Source: an optimization exercise on an open RTL-to-GDS flow (aim: small area, a short achievable clock period and few clock cycles). Production flows keep margins and buffers that such runs may drop. RTL that was checked went through simulation tests only; none was proved equivalent to the original. Power is estimated from default activity; no workload was simulated.

Setup of old:
## row_peak_valley_detector
module row_peak_valley_detector #(
    parameter int MAX_COLUMNS = 4096,
    parameter int MAX_ROWS    = 4096,
    parameter int SAMPLE_BITS = 32
) (
    input  logic                                clk,
    input  logic                                rst_n,
    input  logic                                cfg_valid,
    output logic                                cfg_ready,
    input  logic [rpvd_pkg::CFG_INDEX_BITS-1:0] cfg_index,
    input  logic [rpvd_pkg::CFG_DATA_BITS-1:0]  cfg_data,
    input  logic                                sample_valid,
    output logic                                sample_ready,
    input  logic [SAMPLE_BITS-1:0]              sample,
    input  logic                                row_start,
    input  logic                                frame_start,
    output logic                                result_valid,
    input  logic                                result_ready,
    output logic                                is_valley,
    output logic [rpvd_pkg::COLUMN_BITS-1:0]    column,
    output logic [rpvd_pkg::ROW_BITS-1:0]       row,
    output logic [rpvd_pkg::VALUE_BITS-1:0]     value
);
Settings: LEC_CHECK=0, CAP_MARGIN=20, CORE_MARGIN=2, CORE_UTILIZATION=40, PLACE_DENSITY=0.6, SETUP_SLACK_MARGIN=0.5, SLEW_MARGIN=20; clock period 10.0 ns.
standard.sh (not shown) runs the stock make flow with config.mk's settings and CLKGATE_MAP_FILE= SYNTH_SCRIPT=/design/flow/synth_recipe.tcl, a recipe that flattens the netlist after the stock synthesis.
==> flow/flow/run.sh <==
#!/bin/bash
# The standard layout (standard.sh), with these changes:
# - timing repair aims for a setup slack of 6.3 ns (a 10 ns clock, so about 3.7 ns);
# - the port buffers are plain sky130_fd_sc_hd__buf_1 cells;
# - the clock tree clusters up to 30 flip-flops per leaf buffer.
# The full output of the ORFS make run goes to flow.log.
bash standard.sh SETUP_SLACK_MARGIN=6.3 "BUFFER_PORTS_ARGS=-buffer_cell sky130_fd_sc_hd__buf_1" CTS_CLUSTER_SIZE=30 CTS_CLUSTER_DIAMETER=80  finish > flow.log 2>&1
old completed; timing, DRC and antenna clean
Changes in new relative to old:
==> flow/flow/run.sh <==
#!/bin/bash
# The standard layout, with timing repair aiming for a setup slack of 6.5 ns,
# port buffers of a plain buffer cell and (if flow/abc.script exists) the
# standard synthesis with that ABC script for the combinational logic.
W=$PWD
if [ -f flow/abc.script ]; then
  {
    echo 'proc abc {args} { set i [lsearch $args -script]; lset args [expr {$i+1}] '"$W"'/flow/abc.script; yosys abc {*}$args }'
    echo "source $W/synth_recipe.tcl"
  } > synth_wrap.tcl
fi
bash standard.sh SETUP_SLACK_MARGIN=6.5  BUFFER_PORTS_ARGS=-buffer_cell\ sky130_fd_sc_hd__buf_1 CTS_CLUSTER_SIZE=30 CTS_CLUSTER_DIAMETER=80 finish > flow.log 2>&1
## What came out
Delta (new minus old): average routed wire per standard cell essentially unchanged; overall global routing resource usage went up 0.83 points; fraction of final layout cells with drive strength greater than 1 +0.23 points; fraction of area in multi-input gates neither gained nor lost much.
Compared with old, in new via count essentially unchanged; power ~0 delta; wire length about even.
new finished every stage and its layout cleared the timing, DRC and antenna checks.
Looking at the reports, old completed the entire flow and the layout it produced met the timing, DRC and antenna checks.
No functional check of the RTL was part of any run of this note.

Setup of xenon:
row_peak_valley_detector, a different RTL version from the one above (not shown whole).
Size: roughly 280 flip-flops, ~16000 µm² of cells after synthesis.
==> flow/config.mk <==
export PLATFORM = sky130hd
export DESIGN_NAME = row_peak_valley_detector
export DESIGN_NICKNAME = row_peak_valley_detector
export VERILOG_FILES = /design/flow/design.v
export SDC_FILE = /design/flow/constraint.sdc
export NUM_CORES = 4
export LEC_CHECK = 0
export CAP_MARGIN = 20
export CORE_MARGIN = 2
export CORE_UTILIZATION = 40
export PLACE_DENSITY = 0.6
export SETUP_SLACK_MARGIN = 0.5
export SLEW_MARGIN = 20
==> flow/constraint.sdc <==
create_clock -name core_clock -period 10.0 [get_ports {clk}]
set_input_delay 2.0000 -clock core_clock [delete_from_list [all_inputs] [get_ports {clk}]]
set_output_delay 2.0000 -clock core_clock [all_outputs]
set_load 0.01 [all_outputs]
==> flow/flow/run.sh <==
#!/bin/bash
# The standard layout (standard.sh), with timing repair aiming for a setup slack
# of 6.5 ns, plain buf_1 port buffers, clock-tree clusters of up to 30 flip-flops, and
# OpenROAD's restructure (ABC on the failing cones, for timing) after the floorplan.
# The full output of the ORFS make run goes to flow.log.
W=$PWD
bash standard.sh SETUP_SLACK_MARGIN=6.5 "BUFFER_PORTS_ARGS=-buffer_cell sky130_fd_sc_hd__buf_1" CTS_CLUSTER_SIZE=30 CTS_CLUSTER_DIAMETER=80 POST_FLOORPLAN_TCL=$W/flow/restructure.tcl finish > flow.log 2>&1
==> flow/flow/restructure.tcl <==
# Re-synthesizes the logic cones on the paths that fail the repair target, for timing.
set lib [lindex $::env(LIB_FILES) 0]
set tielo "[lindex $::env(TIELO_CELL_AND_PORT) 0]/[lindex $::env(TIELO_CELL_AND_PORT) 1]"
set tiehi "[lindex $::env(TIEHI_CELL_AND_PORT) 0]/[lindex $::env(TIEHI_CELL_AND_PORT) 1]"
file mkdir $::env(OBJECTS_DIR)/restructure
restructure -target timing -slack_threshold $::env(SETUP_SLACK_MARGIN) -depth_threshold 4 \
  -liberty_file $lib -tielo_port $tielo -tiehi_port $tiehi \
  -work_dir $::env(OBJECTS_DIR)/restructure -abc_logfile $::env(OBJECTS_DIR)/restructure/abc.log
Testbench counts of xenon, summed over its fixed seeds: cycles 64,112.
What raven does differently from xenon at the input level:
==> flow/flow/run.sh <==
#!/bin/bash
# The standard layout (standard.sh), with these changes:
# - timing repair aims for a setup slack of 6.7 ns (a 10 ns clock, so about 3.3 ns);
# - the port buffers are plain sky130_fd_sc_hd__buf_1 cells;
# - the clock tree clusters up to 30 flip-flops per leaf buffer.
# The full output of the ORFS make run goes to flow.log.
bash standard.sh SETUP_SLACK_MARGIN=6.7 "BUFFER_PORTS_ARGS=-buffer_cell sky130_fd_sc_hd__buf_1" CTS_CLUSTER_SIZE=30 CTS_CLUSTER_DIAMETER=80  finish > flow.log 2>&1
removed: flow/flow/restructure.tcl
## What came out
- xenon → raven: non-clock buffer count increased 1, final critical-path required period up 0.034 ns, relative area change from synthesis to final layout has increased.
- Of raven and xenon, the run reporting the higher relative contribution of the clock network to total power was raven.
- Between raven and xenon, it is raven whose number of global-route vias before repair is lower, by 61.
- | routed via count divided by cell count | higher: raven |
- First-iteration DRC count was higher in the run labelled raven.
- Compared with xenon, raven shows a lower fmax.
- A uppermost layer routed of met4 is what xenon shows, while met5 belongs to raven.

[port drivers added, routing unchanged]
No port has a modelled driver above. Below, the same layouts with a new extraction and two added sets of constraints.
Step 1 (the two cells are an assumption about what drives the block):
set clk [get_ports {clk}]
set_driving_cell -lib_cell sky130_fd_sc_hd__clkbuf_16 $clk
set_driving_cell -lib_cell sky130_fd_sc_hd__buf_2 [delete_from_list [all_inputs] $clk]
Step 2 moves the port delays by t, midway between the first and last clock arrival at a register: inputs arrive t later, outputs are due t later. That takes back most of the time a late clock gives input paths.
a / b / c = ideal ports / drivers / drivers and shift; a / b = the first two.
run | t, ns | setup WS [ns] | latest minus earliest clock arrival (ns)
old | 0.570 | 6.278 / 6.278 / 5.964 | 0.021 / 0.020
new | 0.571 | 6.307 / 6.307 / 6.192 | 0.023 / 0.023
xenon | 0.587 | 6.554 / 6.500 / 6.137 | 0.029 / 0.029
raven | 0.579 | 6.520 / 6.520 / 6.287 | 0.018 / 0.018
After both steps every run listed still meets setup and hold. The setup slack of xenon, which loses most, moves by -0.054 ns with the drivers and by -0.417 ns with both steps.
